This is an optimization exercise on Yosys and OpenROAD, whose aim is small area, not a production implementation.
The RTL was checked by simulation tests, not by an equivalence proof against the original design.
No activity file was given, so power comes from the tool's default toggle rates.

==> flow/design.v, too long to show whole: its modules and the start of the top module <==
// module dm_nor2: 3 lines
// module dm_nand2: 3 lines
// module dm_nand3: 3 lines
// module dm_nand4: 3 lines
// module dm_oa31: 3 lines
// module dm_aoi222: 4 lines
// module data_mem_256x8: 2246 lines
module data_mem_256x8 #(
    parameter int AW = 8,
    parameter int DW = 8
) (
    input  logic          CLK,
    input  logic          reset_i,
    input  logic [AW-1:0] DataAddress,
    input  logic          ReadMem,
    input  logic          WriteMem,
    input  logic [DW-1:0] DataIn,
    output logic [DW-1:0] DataOut
);
  // ...
==> flow/flow/run.sh <==
#!/bin/bash
# The standard layout (standard.sh: the ORFS flow, unchanged synthesis), with one change:
# clock tree synthesis without dummy loads, on small clock buffers and small sink clusters.
# All of ORFS's output goes to standard_flow.log here; each step's own log is under orfs/logs.
set -euo pipefail
bash standard.sh \
  "CTS_ARGS=-sink_clustering_enable -repair_clock_nets -dont_use_dummy_load -buf_list sky130_fd_sc_hd__clkbuf_4 -sink_clustering_size 10 -sink_clustering_max_diameter 40" \
  finish > standard_flow.log 2>&1
==> flow/standard.sh <==
#!/bin/bash
# synth_recipe.tcl (not shown) runs the flow's synth.tcl, then flattens the netlist and writes it again
# the make line also repeats each setting of config.mk as NAME=value (left out here)
make -C /OpenROAD-flow-scripts/flow DESIGN_CONFIG=/design/flow/config.mk WORK_HOME=/design/flow/orfs CLKGATE_MAP_FILE= SYNTH_SCRIPT=/design/flow/synth_recipe.tcl "${@:-finish}"
==> flow/config.mk <==
export PLATFORM = sky130hd
export DESIGN_NAME = data_mem_256x8
export DESIGN_NICKNAME = data_mem_256x8
export VERILOG_FILES = /design/flow/design.v
export SDC_FILE = /design/flow/constraint.sdc
export NUM_CORES = 4
export LEC_CHECK = 0
export CAP_MARGIN = 10
export CORE_MARGIN = 2
export CORE_UTILIZATION = 80
export CTS_BUF_LIST = sky130_fd_sc_hd__clkbuf_4
export CTS_CLUSTER_DIAMETER = 40
export CTS_CLUSTER_SIZE = 10
export SLEW_MARGIN = 10
export SYNTH_HIERARCHICAL = 1
export SYNTH_MINIMUM_KEEP_SIZE = 0
==> flow/constraint.sdc <==
create_clock -name core_clock -period 10.0 [get_ports {CLK}]
set_input_delay 2.0000 -clock core_clock [delete_from_list [all_inputs] [get_ports {CLK}]]
set_output_delay 2.0000 -clock core_clock [all_outputs]
set_load 0.01 [all_outputs]
==> summary.txt, run 1 <==
Outcome
  – Status: complete, no violations

Pwr
  – P per Cell Area: about 170 mW/mm^2
  – Sw Share: approximately a fifth
  – Reg power frac: a little under three quarters
  – Seq group: between 9000 and 10000 uW
  – Leakage: 0.0224 uW
  – Leading power group: registers

Cells and area
  – Leading cell kind: registers
  – Layout cells sized above 1: roughly a tenth
  – Multi-input logic area: 0.0116 sq mm
  – Non-CTS inverters: 0
  – Area delta synth->final: 5.35%
  – Nets@finish: 3946
  – Number of non-clock buffers: ~110
  – Sequential share of cell area: between 70% and 80%

Drt
  – Routed wl met3: ~31 mm
  – DR vias/cell: roughly 8.4
  – Post-Route WL: between 150 and 200 mm
  – Starting DRC count in detailed routing: roughly 11k

Critical path
  – Critical Path Stages: 9
  – WP data arrival: roughly 7.3 ns
  – Crit Path Class: in -> out
  – Setup crit end: DataOut[2]

Synthesis
  – Top cells by area, synth: edfxtp_1 (84%), a222oi_1 (9.3%), nor2_1 (1.8%)
  – Ys flop type: edfxtp_1
  – Synth area leader: edfxtp_1
  – Commonest cells post-synth: edfxtp_1 (2048), a222oi_1 (680), nor2_1 (344)
  – Synth Area in Compound Gates: approximately a tenth
  – Post-synth design cell area: 0.0733 sq mm

Global route
  – Largest net degree at the start of global routing: 125
  – Vias in the first global route: ~41k
  – Total gr overflow: 0
  – GRT Overall Usage: 40.1%
  – Met1 GRT Util: roughly three fifths
  – Most Crowded Layer GR: met2

Place
  – Port bufs: 27
  – Placed Area: approximately 0.075 sq mm

Min path
  – WHS Path Cells: 1
  – Type of the most critical hold path: in -> reg

Die
  – Die area: roughly 0.094 sq mm

STA
  – Final count of pins violating max slew: 0
==> inputs of run 2 (changes only) <==
--- a/flow/design.v
+++ b/flow/design.v
@@ -1,11 +1,14 @@
 module dm_nor2 (input logic a, input logic b, output logic y);
     assign y = ~(a | b);
 endmodule
+module dm_and2 (input logic a, input logic b, output logic y);
+    assign y = a & b;
+endmodule
 module dm_nand2 (input logic a, input logic b, output logic y);
     assign y = ~(a & b);
 endmodule
 module dm_nand3 (input logic a, input logic b, input logic c, output logic y);
     assign y = ~(a & b & c);
 endmodule
 module dm_nand4 (input logic a, input logic b, input logic c, input logic d, output logic y);
     assign y = ~(a & b & c & d);
@@ -36,19 +39,25 @@
     logic [255:0] sel;
     assign wr_en = WriteMem & ~reset_i;
     always_comb begin
         for (int j = 0; j < 16; j++) begin
             lo_n[j] = ~(DataAddress[3:0] == j[3:0]);
             hi_n[j] = ~(DataAddress[7:4] == j[3:0]);
         end
     end
+    logic [15:0] whi;
+    for (genvar j = 0; j < 16; j++) begin : g_whi
+        dm_and2 u_whi (.a(wr_en), .b(~hi_n[j]), .y(whi[j]));
+    end
     always_ff @(posedge CLK) begin
-        if (wr_en) begin
-            my_memory[DataAddress] <= DataIn;
+        for (int j = 0; j < 16; j++) begin
+            if (whi[j]) begin
+                my_memory[{j[3:0], DataAddress[3:0]}] <= DataIn;
+            end
         end
     end
     dm_nor2  u_sl0 (.a(lo_n[0]), .b(hi_n[0]), .y(sel[0]));
     dm_nor2  u_sl1 (.a(lo_n[1]), .b(hi_n[0]), .y(sel[1]));
     dm_nor2  u_sl2 (.a(lo_n[2]), .b(hi_n[0]), .y(sel[2]));
     dm_nor2  u_sl3 (.a(lo_n[3]), .b(hi_n[0]), .y(sel[3]));
     dm_nor2  u_sl4 (.a(lo_n[4]), .b(hi_n[0]), .y(sel[4]));
     dm_nor2  u_sl5 (.a(lo_n[5]), .b(hi_n[0]), .y(sel[5]));
==> summary.txt, run 2 <==
Outcome
  – Status: complete, no violations (unchanged)

Clocking
  – Worst-path clk slew: 0.11 ns (was 0.10 ns)
  – CTS Buffer Depth: 3 (unchanged)
  – CTS H-Tree Depth: 4 (unchanged)
  – Sink Count: 2048 (unchanged)
  – Cts repair resizes: 0 (unchanged)
  – Num CTS Buffers: 226 (was 227)
  – Root buf cell: clkbuf_4 (unchanged)
  – # hold bufs at CTS: 0 (unchanged)
  – CTS tree: built (unchanged)
  – Setup Fix Bufs, Post-CTS: 0 (unchanged)

Critical path
  – WP data arrival: 7.30 ns (was 7.31 ns)
  – Cell mode on critical path: nor2_1
  – Crit path buffers/inverters: 3 (was 2)
  – Setup crit end: DataOut[1] (was DataOut[2])
  – Largest stage delay, worst path: 0.82 ns (was 1.06 ns)
  – Startpoint types: input pin (unchanged)
  – Crit-path cells: clkdlybuf4s50_1 > nor2_1 > nand2_1 > buf_4 > nor2_1 > a222oi_1 > nand4_1 > nor2_1 > nand4_1 > o31a_1 > clkdlybuf4s50_1 (was clkdlybuf4s50_1 > or4b_2 > nor2_1 > a222oi_1 > nand4_1 > nor2_1 > nand4_1 > o31a_1 > clkdlybuf4s50_1)
  – Critical Path Source: DataAddress[1] (unchanged)
  – Critical Path Stages: 11 (was 9)
  – Crit Path Max Fanout: 11 (was 21)
  – Top Family by Delay on Critical Path: simple AND/OR/NAND/NOR gates (unchanged)
  – CP max-delay cell: clkdlybuf4s50_1 (was or4b_2)
  – Critical path capture point type: output port (unchanged)
  – Crit Path Class: in -> out (unchanged)
  – Req. time, crit path: 8.00 ns (about the same)

STA
  – Final hold vios: 0 (unchanged)
  – Hold WS: 1.35 ns (was 1.42 ns)
  – Setup TNS: 0 ns (unchanged)
  – Setup violators final: 0 (unchanged)
  – RSZ-0062 raised after global routing: no (unchanged)
  – Fin crit share: 93.0% (was 93.1%)
  – Highest Clock Rate: 108 MHz (was 107 MHz)
  – Final count of pins violating max slew: 0 (unchanged)
  – Slew margin rel.: 15.6% (was 10.5%)
  – Worst slew pin tran: 1.26 ns (was 1.33 ns)
  – Final Worst Setup Slack: 0.699 ns (was 0.686 ns)
  – Final min period: 9.30 ns (was 9.31 ns)

Drt
  – WL per Instance: 37.0 um (was 36.5 um)
  – Routed vias: 43.9k (was 43.1k)
  – Post-route DRC: 0 (unchanged)
  – Post-Route WL: 192 mm (was 187 mm)
  – DRT antenna net count: 0 (unchanged)
  – DR vias/cell: 8.45 (was 8.42)
  – First-pass detailed-route iteration total: 12 (was 15)
  – Starting DRC count in detailed routing: 11.3k (was 11.2k)

Place
  – Port bufs: 27 (unchanged)
  – Dpl ws: 0.983 ns (was 0.944 ns)
  – DP Cell Count: 4956 (was 4865)
  – Post-DP HPWL: 118 mm (was 114 mm)
  – GPL Wtd Cong: 0.932 (was 0.928)

Global route
  – First-pass GRT wire length: 275 mm (was 270 mm)
  – Largest net degree at the start of global routing: 124 (was 125)
  – GRT Overall Usage: 41.3% (was 40.1%)
  – Vias in the first global route: 41.7k (was 40.6k)
  – Antenna violations before repair: 5 (was 8)
  – Total gr overflow: 0 (unchanged)

Synthesis
  – Synth Warn #: 7 (unchanged)
  – Yosys reg bits: 2048 (unchanged)
  – Simple-gate share of the synthesized area: 6.16% (was 6.09%)
  – Cell count after synthesis: 3744 (was 3674)
  – Top cells by area, synth: edfxtp_1 (84%), a222oi_1 (9.3%), nor2_1 (3.0%) (was edfxtp_1 (84%), a222oi_1 (9.3%), nor2_1 (1.8%))
  – Synth Area in Compound Gates: 9.39% (was 9.38%)
  – Ys async rst share: 0% (unchanged)
  – Mux share of post-synthesis cell area: 0% (unchanged)
  – Count leader, synth: edfxtp_1 (unchanged)
  – Sequential-to-total area share from yosys stat: 84.0% (was 83.9%)
  – Synth Area in Adders: 0% (unchanged)
  – Mapped Avg Cell Area: 19.6 sq um (was 20.0 sq um)
  – Commonest cells post-synth: edfxtp_1 (2048), a222oi_1 (680), nor2_1 (576) (was edfxtp_1 (2048), a222oi_1 (680), nor2_1 (344))
  – Main combinational cell family by area after synthesis: compound AO/OA/AOI/OAI gates (unchanged)
  – Syn Nets: 3764 (was 3694)
  – Unique masters post-synth: 22 (was 24)
  – Ys flop type: edfxtp_1 (unchanged)
  – Post-synth design cell area: 0.0732 sq mm (was 0.0733 sq mm)
  – EDFF count, synth: 2048 (unchanged)
  – Synth area leader: edfxtp_1 (unchanged)
  – Post-Synth XOR/XNOR Area: 0% (unchanged)
  – Share of the synthesized area in the top cell type: 84.0% (was 83.9%)

Cells and area
  – Max FFs per register: 2048 (unchanged)
  – Nets@finish: 4028 (was 3946)
  – Area delta synth->final: 4.99% (was 5.35%)
  – Most frequent cells in the layout: edfxtp_1 (2048), a222oi_1 (680), nor2_1 (576), clkbuf_4 (226), nand4_1 (186) (was edfxtp_1 (2048), a222oi_1 (680), nor2_1 (344), clkbuf_4 (228), nand4_1 (185))
  – Layout cells sized above 1: 8.84% (was 10.6%)
  – Fillcell total: 3819 (was 3943)
  – Finished Layout Cells: 5195 (was 5120)
  – Most common cell after layout, fill and taps aside: edfxtp_1 (unchanged)

Pwr
  – Leakage: 0.0227 uW (was 0.0224 uW)
  – VDD IR max: 0.176 mV (was 0.164 mV)
  – Tot Pwr: 13300 uW (about the same)
  – P per Cell Area: 173 mW/mm^2 (was 172 mW/mm^2)

Die
  – Die area: 0.0940 sq mm (was 0.0941 sq mm)
  – Row count: 110 (was 111)
  – Initial Util: 81.0% (was 80.3%)
  – Top Ports: 28 (unchanged)
  – Die width: 307 um (about the same)
  – Floorplan core area: 0.0904 sq mm (was 0.0912 sq mm)
  – Chip Height: 307 um (about the same)

Run
  – Max_cap viols: 0 (unchanged)

Min path
  – Hold Crit Start: DataIn[5] (was DataIn[4])
  – Type of the most critical hold path: in -> reg (unchanged)
  – WHS Path Cells: 1 (unchanged)
## run 2: cell count changes after synthesis, sizes merged, moves of 11 or more
cell / delta
clkbuf: -33
nand3b: +32
nor2: +268
or3b: +16
and2: +16
nor3: -250
nand4bb: -11
nand3: +28
nand2: +19
## run 2: where the power goes
| part | switching, uW | internal, uW |
|---|---|---|
| Clock | 2410 | 1030 |
| Combinational | 344 | 55.7 |
| Sequential | 2.97 | 9440 |
| Total | 2750 | 10500 |
## run 2: worst min-delay path by stage
stage	end	slack [ns]
floorplan	my_memory[0][0]	2.10
global placement	my_memory[211][5]	2.58
detailed placement	my_memory[211][5]	2.63
CTS	my_memory[202][5]	1.33
global route	my_memory[202][5]	1.35
finish	my_memory[202][5]	1.35
## run 2: through the flow
stage               area (sq um)  utilization [%]
detailed placement         75100             83.1
global route               76900             85.0
floorplan                  73200                -
CTS                        76800             85.0
finish                     76900             85.0
global placement           75100             83.1
## run 2: layout make-up
type	instances	area, sq um	area share, %
flip-flops and latches	2048	61500	80.0
multi-input cells	1645	11400	14.9
clock buffers	226	1700	2.21
well taps	1176	1470	1.91
repair buffers	85	743	0.967
diodes	13	32.5	0.0423
inverters	2	7.51	0.00977
## run 2: kinds of logic after synthesis
kind of cell	Yosys count
buffers and inverters	51
DFF	2048
AOI/OAI and AO/OA	688
and+or+nand+nor	957
## run 2: per-layer routing
layer / up-vias / wire length [um] / GRT usage [%]
met5: - / 21 / 0
met4: 4 / 11900 / 20.9
met3: 776 / 32000 / 10.8
met2: 4675 / 87100 / 61.5
met1: 21300 / 61000 / 58.4
li1: 17200 / - / -
## run 2: modules after synthesis (local to each module, per instance), excerpt
module,area (sq um),times used
data_mem_256x8,63700,1
dm_and2,6.26,16
dm_aoi222,10.0,680
dm_nand2,3.75,16
dm_nand3,5.00,8
dm_nand4,6.26,184
==> inputs of run 3 (changes only) <==
==> flow/flow/run.sh (replaced) <==
#!/bin/bash
# The standard layout (standard.sh: the ORFS flow, unchanged synthesis), with two changes:
# clock tree synthesis without dummy loads, on small clock buffers and small sink clusters;
# and the port buffers (one per input and output port, as in the standard flow) are buf_1.
# All of ORFS's output goes to standard_flow.log here; each step's own log is under orfs/logs.
set -euo pipefail
bash standard.sh \
  "CTS_ARGS=-sink_clustering_enable -repair_clock_nets -dont_use_dummy_load -buf_list sky130_fd_sc_hd__clkbuf_4 -sink_clustering_size 10 -sink_clustering_max_diameter 40" \
  "BUFFER_PORTS_ARGS=-buffer_cell sky130_fd_sc_hd__buf_1" \
  finish > standard_flow.log 2>&1
==> summary.txt, run 3 <==
Critical path
  – Largest stage delay, worst path: 0.88 ns (was 0.82 ns)
  – Req. time, crit path: 8.00 ns (about the same)
  – Crit Path Class: in -> out (unchanged)
  – Crit-path cells: buf_2 > nor2b_1 > nand3_1 > nor2_1 > a222oi_1 > nand4_1 > nor2_1 > nand4_1 > o31a_1 > buf_1 (was clkdlybuf4s50_1 > nor2_1 > nand2_1 > buf_4 > nor2_1 > a222oi_1 > nand4_1 > nor2_1 > nand4_1 > o31a_1 > clkdlybuf4s50_1)
  – Crit Path Max Fanout: 30 (was 11)
  – WP data arrival: 6.70 ns (was 7.30 ns)
  – CP max-delay cell: nand3_1 (was clkdlybuf4s50_1)
  – Critical path capture point type: output port (unchanged)
  – Startpoint types: input pin (unchanged)

Pwr
  – Leakage: 0.0226 uW (was 0.0227 uW)
  – VDD IR max: 0.160 mV (was 0.176 mV)
  – P per Cell Area: 173 mW/mm^2 (about the same)

Synthesis
  – Synth Warn #: 7 (unchanged)
  – Sequential-to-total area share from yosys stat: 84.0% (unchanged)
  – Ys flop type: edfxtp_1 (unchanged)
  – Ys async rst share: 0% (unchanged)
  – Share of the synthesized area in the top cell type: 84.0% (unchanged)
  – Unique masters post-synth: 22 (unchanged)
  – Commonest cells post-synth: edfxtp_1 (2048), a222oi_1 (680), nor2_1 (576) (unchanged)
  – Cell count after synthesis: 3744 (unchanged)
  – Top cells by area, synth: edfxtp_1 (84%), a222oi_1 (9.3%), nor2_1 (3.0%) (unchanged)
  – Mapped Avg Cell Area: 19.6 sq um (unchanged)
  – Syn Nets: 3764 (unchanged)
  – Count leader, synth: edfxtp_1 (unchanged)
  – Yosys reg bits: 2048 (unchanged)
  – Post-synth design cell area: 0.0732 sq mm (unchanged)
  – Synth area leader: edfxtp_1 (unchanged)
  – EDFF count, synth: 2048 (unchanged)

Clocking
  – CTS H-Tree Depth: 4 (unchanged)
  – Setup Fix Bufs, Post-CTS: 0 (unchanged)
  – Root buf cell: clkbuf_4 (unchanged)
  – CTS tree: built (unchanged)
  – Worst-path clk slew: 0.10 ns (was 0.11 ns)
  – Sink Count: 2048 (unchanged)
  – CTS Buffer Depth: 3 (unchanged)
  – Cts repair resizes: 0 (unchanged)
  – # hold bufs at CTS: 0 (unchanged)
  – Num CTS Buffers: 229 (was 226)

Cells and area
  – Post-route cell area: 0.0767 sq mm (was 0.0769 sq mm)
  – Most frequent cells in the layout: edfxtp_1 (2048), a222oi_1 (680), nor2_1 (576), clkbuf_4 (238), nand4_1 (186) (was edfxtp_1 (2048), a222oi_1 (680), nor2_1 (576), clkbuf_4 (226), nand4_1 (186))
  – Area delta synth->final: 4.75% (was 4.99%)
  – Nets@finish: 4029 (was 4028)
  – Layout cells sized above 1: 8.81% (was 8.84%)
  – Max FFs per register: 2048 (unchanged)
  – Most common cell after layout, fill and taps aside: edfxtp_1 (unchanged)
  – Finished Layout Cells: 5193 (was 5195)

Drt
  – Starting DRC count in detailed routing: 11.6k (was 11.3k)
  – Routed vias: 43.4k (was 43.9k)
  – First-pass detailed-route iteration total: 14 (was 12)
  – WL per Instance: 36.4 um (was 37.0 um)
  – Post-route DRC: 0 (unchanged)
  – Post-Route WL: 189 mm (was 192 mm)
  – DRT antenna net count: 0 (unchanged)
  – DR vias/cell: 8.35 (was 8.45)

Outcome
  – Status: complete, no violations (unchanged)

Global route
  – First-pass GRT wire length: 273 mm (was 275 mm)
  – GRT Overall Usage: 40.7% (was 41.3%)
  – Total gr overflow: 0 (unchanged)
  – Antenna violations before repair: 16 (was 5)
  – Vias in the first global route: 41.7k (unchanged)
  – Largest net degree at the start of global routing: 101 (was 124)

Die
  – Row count: 110 (unchanged)
  – Chip Height: 307 um (unchanged)
  – Top Ports: 28 (unchanged)
  – Initial Util: 81.0% (unchanged)
  – Die width: 307 um (unchanged)
  – Floorplan core area: 0.0904 sq mm (unchanged)
  – Die area: 0.0940 sq mm (unchanged)

Run
  – Max_cap viols: 0 (unchanged)

STA
  – Fin crit share: 87.0% (was 93.0%)
  – Setup TNS: 0 ns (unchanged)
  – Final min period: 8.70 ns (was 9.30 ns)
  – Setup violators final: 0 (unchanged)
  – Highest Clock Rate: 115 MHz (was 108 MHz)
  – Final count of pins violating max slew: 0 (unchanged)
  – Slew margin rel.: 18.1% (was 15.6%)
  – Final hold vios: 0 (unchanged)
  – RSZ-0062 raised after global routing: no (unchanged)
  – Worst slew pin tran: 1.23 ns (was 1.26 ns)

Place
  – Post-DP HPWL: 117 mm (was 118 mm)
  – Placed Area: 0.0750 sq mm (was 0.0751 sq mm)
  – GPL Wtd Cong: 0.973 (was 0.932)
  – Port bufs: 27 (unchanged)
  – DP Cell Count: 4954 (was 4956)

Min path
  – Type of the most critical hold path: in -> reg (unchanged)
  – Hold Crit Start: DataIn[6] (was DataIn[5])
  – WHS Path Cells: 1 (unchanged)
  – Worst Hold Path EP: my_memory[226][6] (was my_memory[202][5])
run 3: cell type report:
type / instances / area, sq um
diodes: 10 / 25.0
fillers: 3962 / 13700
repair buffers: 83 / 557
multi-input cells: 1645 / 11400
inverters: 2 / 7.51
flip-flops and latches: 2048 / 61500
well taps: 1176 / 1470
clock buffers: 229 / 1720
run 3: per-module statistics from Yosys (local to each module, per instance):
module | cell area [sq um] | flip-flops and latches | cells inside | times used
dm_nand3 | 5.00 | 0 | 1 | 8
data_mem_256x8 | 63700 | 2048 | 2488 | 1
dm_aoi222 | 10.0 | 0 | 1 | 680
dm_nand2 | 3.75 | 0 | 1 | 16
dm_and2 | 6.26 | 0 | 1 | 16
dm_nor2 | 3.75 | 0 | 1 | 344
dm_nand4 | 6.26 | 0 | 1 | 184
dm_oa31 | 8.76 | 0 | 1 | 8
run 3: how the worst max path moves through the flow:
stage | end | startpoint | cells past startpoint | slack [ns]
after floorplan | DataOut[0] | DataAddress[2] | 10 | 4.05
after global placement | DataOut[7] | DataAddress[3] | 10 | 1.95
after detailed placement | DataOut[7] | DataAddress[3] | 10 | 1.81
after CTS | DataOut[7] | DataAddress[3] | 10 | 1.80
after global routing | DataOut[0] | DataAddress[3] | 11 | 1.55
final | DataOut[6] | DataAddress[3] | 10 | 1.30
run 3: per-layer routing:
metal  GRT usage [%]  wire length (um)  vias to the layer above
li1                -                 -                    17200
met1            57.5             60800                    20900
met2            61.2             85900                     4626
met3            12.9             33700                      659
met4            15.9              8600                       12
met5               0                73                        -
run 3: cells by family (layout without fill, tap and decap cells):
kind of cell	after synthesis	count (layout)	synth area share (%)
simple gates	957	957	6.16
other cells	0	10	0
flops	2048	2048	84.0
compound gates	688	688	9.39
buf+inv	51	314	0.455
run 3: where the power goes:
group,internal [uW],switching [uW]
registers,9440,2.91
clock network,1050,2390
logic,46.5,335
total,10500,2730
run 3: stage by stage:
stage,hold WS (ns),power [uW],worst slack (ns),utilization (%)
after floorplan,2.10,9730,4.05,-
after global placement,2.27,9980,1.95,82.9
after detailed placement,2.28,10000,1.81,82.9
after CTS,0.971,13200,1.80,84.8
after global routing,1.02,13600,1.55,84.8
final,1.10,13300,1.30,84.8
run 3: worst max-delay path: cells and delay by family:
family | cells | cell delay (ns)
buffers and inverters | 2 | 0.72
AO/OA/AOI/OAI | 2 | 1.23
AND/OR/NAND/NOR | 6 | 2.73
==> inputs of run 4 (changes only) <==
==> flow/flow/run.sh (replaced) <==
#!/bin/bash
# The standard layout (standard.sh: the ORFS flow, unchanged synthesis), with three changes:
# clock tree synthesis without dummy loads, on small clock buffers and small sink clusters;
# the port buffers (one per input and output port, as in the standard flow) are buf_1; and
# after global routing, ORFS's power recovery (RECOVER_POWER) downsizes gates off the critical
# paths. All of ORFS's output goes to standard_flow.log here; each step's own log is under
# orfs/logs.
set -euo pipefail
bash standard.sh \
  "CTS_ARGS=-sink_clustering_enable -repair_clock_nets -dont_use_dummy_load -buf_list sky130_fd_sc_hd__clkbuf_4 -sink_clustering_size 10 -sink_clustering_max_diameter 40" \
  "BUFFER_PORTS_ARGS=-buffer_cell sky130_fd_sc_hd__buf_1" \
  RECOVER_POWER=100 \
  finish > standard_flow.log 2>&1
==> summary.txt, run 4 <==
Cells and area
  – Nets@finish: 4029 (unchanged)
  – Finished Layout Cells: 5195 (was 5193)
  – Area delta synth->final: 4.44% (was 4.75%)
  – Fillcell total: 4032 (was 3962)
  – Layout cells sized above 1: 6.84% (was 8.81%)
  – Most common cell after layout, fill and taps aside: edfxtp_1 (unchanged)
  – Most frequent cells in the layout: edfxtp_1 (2048), a222oi_1 (680), nor2_1 (612), clkbuf_4 (232), nand4_1 (186) (was edfxtp_1 (2048), a222oi_1 (680), nor2_1 (576), clkbuf_4 (238), nand4_1 (186))
  – Max FFs per register: 2048 (unchanged)

STA
  – Setup violators final: 0 (unchanged)
  – Fin crit share: 92.1% (was 87.0%)
  – Setup TNS: 0 ns (unchanged)
  – Worst slew pin tran: 4.90 ns (was 1.23 ns)
  – Slew margin rel.: -227% (was 18.1%)
  – Highest Clock Rate: 109 MHz (was 115 MHz)
  – Final hold vios: 0 (unchanged)
  – Final count of pins violating max slew: 2106 (was 0)
  – Final min period: 9.21 ns (was 8.70 ns)
  – RSZ-0062 raised after global routing: no (unchanged)

Critical path
  – Crit Path Class: in -> out (unchanged)
  – Critical path capture point type: output port (unchanged)
  – Largest stage delay, worst path: 0.88 ns (about the same)
  – Crit-path cells: buf_2 > nor2b_1 > nand3_1 > clkbuf_1 > nor2_1 > a222oi_1 > nand4_1 > nor2_1 > nand4_1 > o31a_1 > buf_1 (was buf_2 > nor2b_1 > nand3_1 > nor2_1 > a222oi_1 > nand4_1 > nor2_1 > nand4_1 > o31a_1 > buf_1)
  – CP max-delay cell: clkbuf_1 (was nand3_1)
  – Startpoint types: input pin (unchanged)
  – Crit Path Max Fanout: 30 (unchanged)
  – Req. time, crit path: 8.00 ns (about the same)
  – WP data arrival: 7.21 ns (was 6.70 ns)

Die
  – Initial Util: 81.0% (unchanged)
  – Die width: 307 um (unchanged)
  – Floorplan core area: 0.0904 sq mm (unchanged)
  – Row count: 110 (unchanged)
  – Die area: 0.0940 sq mm (unchanged)
  – Chip Height: 307 um (unchanged)
  – Top Ports: 28 (unchanged)

Synthesis
  – Top cells by area, synth: edfxtp_1 (84%), a222oi_1 (9.3%), nor2_1 (3.0%) (unchanged)
  – Syn Nets: 3764 (unchanged)
  – Unique masters post-synth: 22 (unchanged)
  – Post-synth design cell area: 0.0732 sq mm (unchanged)
  – Share of the synthesized area in the top cell type: 84.0% (unchanged)
  – Count leader, synth: edfxtp_1 (unchanged)
  – Synth area leader: edfxtp_1 (unchanged)
  – EDFF count, synth: 2048 (unchanged)
  – Cell count after synthesis: 3744 (unchanged)
  – Commonest cells post-synth: edfxtp_1 (2048), a222oi_1 (680), nor2_1 (576) (unchanged)
  – Ys async rst share: 0% (unchanged)
  – Synth Warn #: 7 (unchanged)
  – Sequential-to-total area share from yosys stat: 84.0% (unchanged)
  – Ys flop type: edfxtp_1 (unchanged)
  – Yosys reg bits: 2048 (unchanged)
  – Mapped Avg Cell Area: 19.6 sq um (unchanged)

Global route
  – Total gr overflow: 0 (unchanged)
  – Largest net degree at the start of global routing: 101 (unchanged)
  – GRT Overall Usage: 40.7% (unchanged)
  – Antenna violations before repair: 17 (was 16)
  – Vias in the first global route: 41.7k (unchanged)
  – First-pass GRT wire length: 273 mm (unchanged)

Place
  – Post-DP HPWL: 117 mm (unchanged)
  – DP Cell Count: 4954 (unchanged)
  – GPL Wtd Cong: 0.973 (unchanged)
  – Port bufs: 27 (unchanged)

Clocking
  – # hold bufs at CTS: 0 (unchanged)
  – Root buf cell: clkbuf_4 (unchanged)
  – CTS Buffer Depth: 3 (unchanged)
  – Worst-path clk slew: 0.10 ns (about the same)
  – Sink Count: 2048 (unchanged)
  – CTS H-Tree Depth: 4 (unchanged)
  – Cts repair resizes: 0 (unchanged)
  – Setup Fix Bufs, Post-CTS: 0 (unchanged)
  – CTS tree: built (unchanged)
  – Num CTS Buffers: 229 (unchanged)

Drt
  – DR vias/cell: 8.36 (was 8.35)
  – Starting DRC count in detailed routing: 11.6k (about the same)
  – Post-route DRC: 0 (unchanged)
  – WL per Instance: 36.3 um (was 36.4 um)
  – Routed vias: 43.4k (about the same)
  – DRT antenna net count: 0 (unchanged)
  – First-pass detailed-route iteration total: 13 (was 14)
  – Post-Route WL: 189 mm (about the same)

Pwr
  – VDD IR max: 0.159 mV (was 0.160 mV)
  – Leakage: 0.0225 uW (was 0.0226 uW)
  – Tot Pwr: 13300 uW (about the same)
  – P per Cell Area: 174 mW/mm^2 (was 173 mW/mm^2)

Outcome
  – Status: complete, but fails checks (was complete, no violations)
  – Violated checks: max-capacitance violations, max-slew violations

Min path
  – Hold Crit Start: DataIn[6] (unchanged)
  – WHS Path Cells: 1 (unchanged)
  – Worst Hold Path EP: my_memory[226][6] (unchanged)
  – Type of the most critical hold path: in -> reg (unchanged)

Run
  – Max_cap viols: 29 (was 0)
## run 4: cell counts after synthesis
Identical to the previous run, type by type.
## run 4: worst max-delay path by stage
stage,startpoint,end,slack [ns],cells past startpoint
floorplan,DataAddress[2],DataOut[0],4.05,10
global placement,DataAddress[3],DataOut[7],1.95,10
detailed placement,DataAddress[3],DataOut[7],1.81,10
CTS,DataAddress[3],DataOut[7],1.80,10
global route,DataIn[5],my_memory[127][5],0.93,3
finish,DataAddress[3],DataOut[3],0.79,11
## run 4: Yosys stat by module (local to each module, per instance), a selection
module / area (sq um) / cells / times used / flip-flops and latches
dm_aoi222: 10.0 / 1 / 680 / 0
dm_oa31: 8.76 / 1 / 8 / 0
dm_nand4: 6.26 / 1 / 184 / 0
dm_and2: 6.26 / 1 / 16 / 0
dm_nand3: 5.00 / 1 / 8 / 0
dm_nor2: 3.75 / 1 / 344 / 0
## run 4: final cells by class
class	instances	area (sq um)	share of cell area (%)
multi-input cells	1645	11300	14.8
well taps	1176	1470	1.92
inverters	2	7.51	0.00982
repair buffers	83	444	0.581
clock buffers	229	1720	2.25
flip-flops and latches	2048	61500	80.4
diodes	12	30.0	0.0393
## run 4: kinds of logic after synthesis
logic type | count (synthesis) | synth area share [%]
AO/OA/AOI/OAI | 688 | 9.39
flip-flops | 2048 | 84.0
AND/OR/NAND/NOR | 957 | 6.16
buffers and inverters | 51 | 0.455
## run 4: worst max-delay path, delay by kind of cell
kind | cells | cell delay, ns
AOI/OAI and AO/OA | 2 | 0.91
and+or+nand+nor | 6 | 2.71
buffers and inverters | 3 | 1.58
## run 4: metal layers
layer	track usage, %	wire length [um]	vias up
li1	-	-	17200
met1	57.5	60300	20900
met2	61.2	86400	4685
met3	12.9	33800	647
met4	15.9	8240	12
met5	0	79	-
## run 4: stage by stage
step | hold WS (ns) | setup WS (ns) | utilization [%] | cell area (sq um)
after global placement | 2.27 | 1.95 | 82.9 | 75000
final | 1.19 | 0.786 | 84.6 | 76500
after global routing | 1.12 | 0.928 | 84.6 | 76500
after CTS | 0.971 | 1.80 | 84.8 | 76700
after detailed placement | 2.28 | 1.81 | 82.9 | 75000
after floorplan | 2.10 | 4.05 | - | 73200
## run 4: where the power goes
part	switching [uW]	total (uW)	leakage (uW)	internal, uW
logic	332	373	0.00300	40.9
registers	2.91	9470	0.0184	9470
clock network	2390	3430	0.00105	1040

[afterwards: timing with drivers on the ports]
In the flow no input, the clock included, has a driving cell. The finished layouts below were timed again as built, in two steps. Step 1 assumes that a clkbuf_16 drives the clock port and a buf_2 every other input. Step 2 times the ports against the registers' clock, not the clock port: input delays grow and output delays shrink by t, the midpoint of the rising clock arrivals with the driver on. a / b / c = ideal / step 1 / step 2; a / b = the first two.
run	shift t [ns]	slack for setup (ns)	worst data-port slew with drivers (ns)
run 1	1.228	0.686 / 0.653 / 0.653	0.12
run 2	1.255	0.699 / 0.665 / 0.665	0.11
run 3	1.237	1.304 / 1.160 / 1.160	0.13
run 4	1.241	0.786 / 0.648 / -0.016	0.13
The setup slack of run 4, which loses most, moves by -0.138 ns with the drivers and by -0.802 ns with both steps.
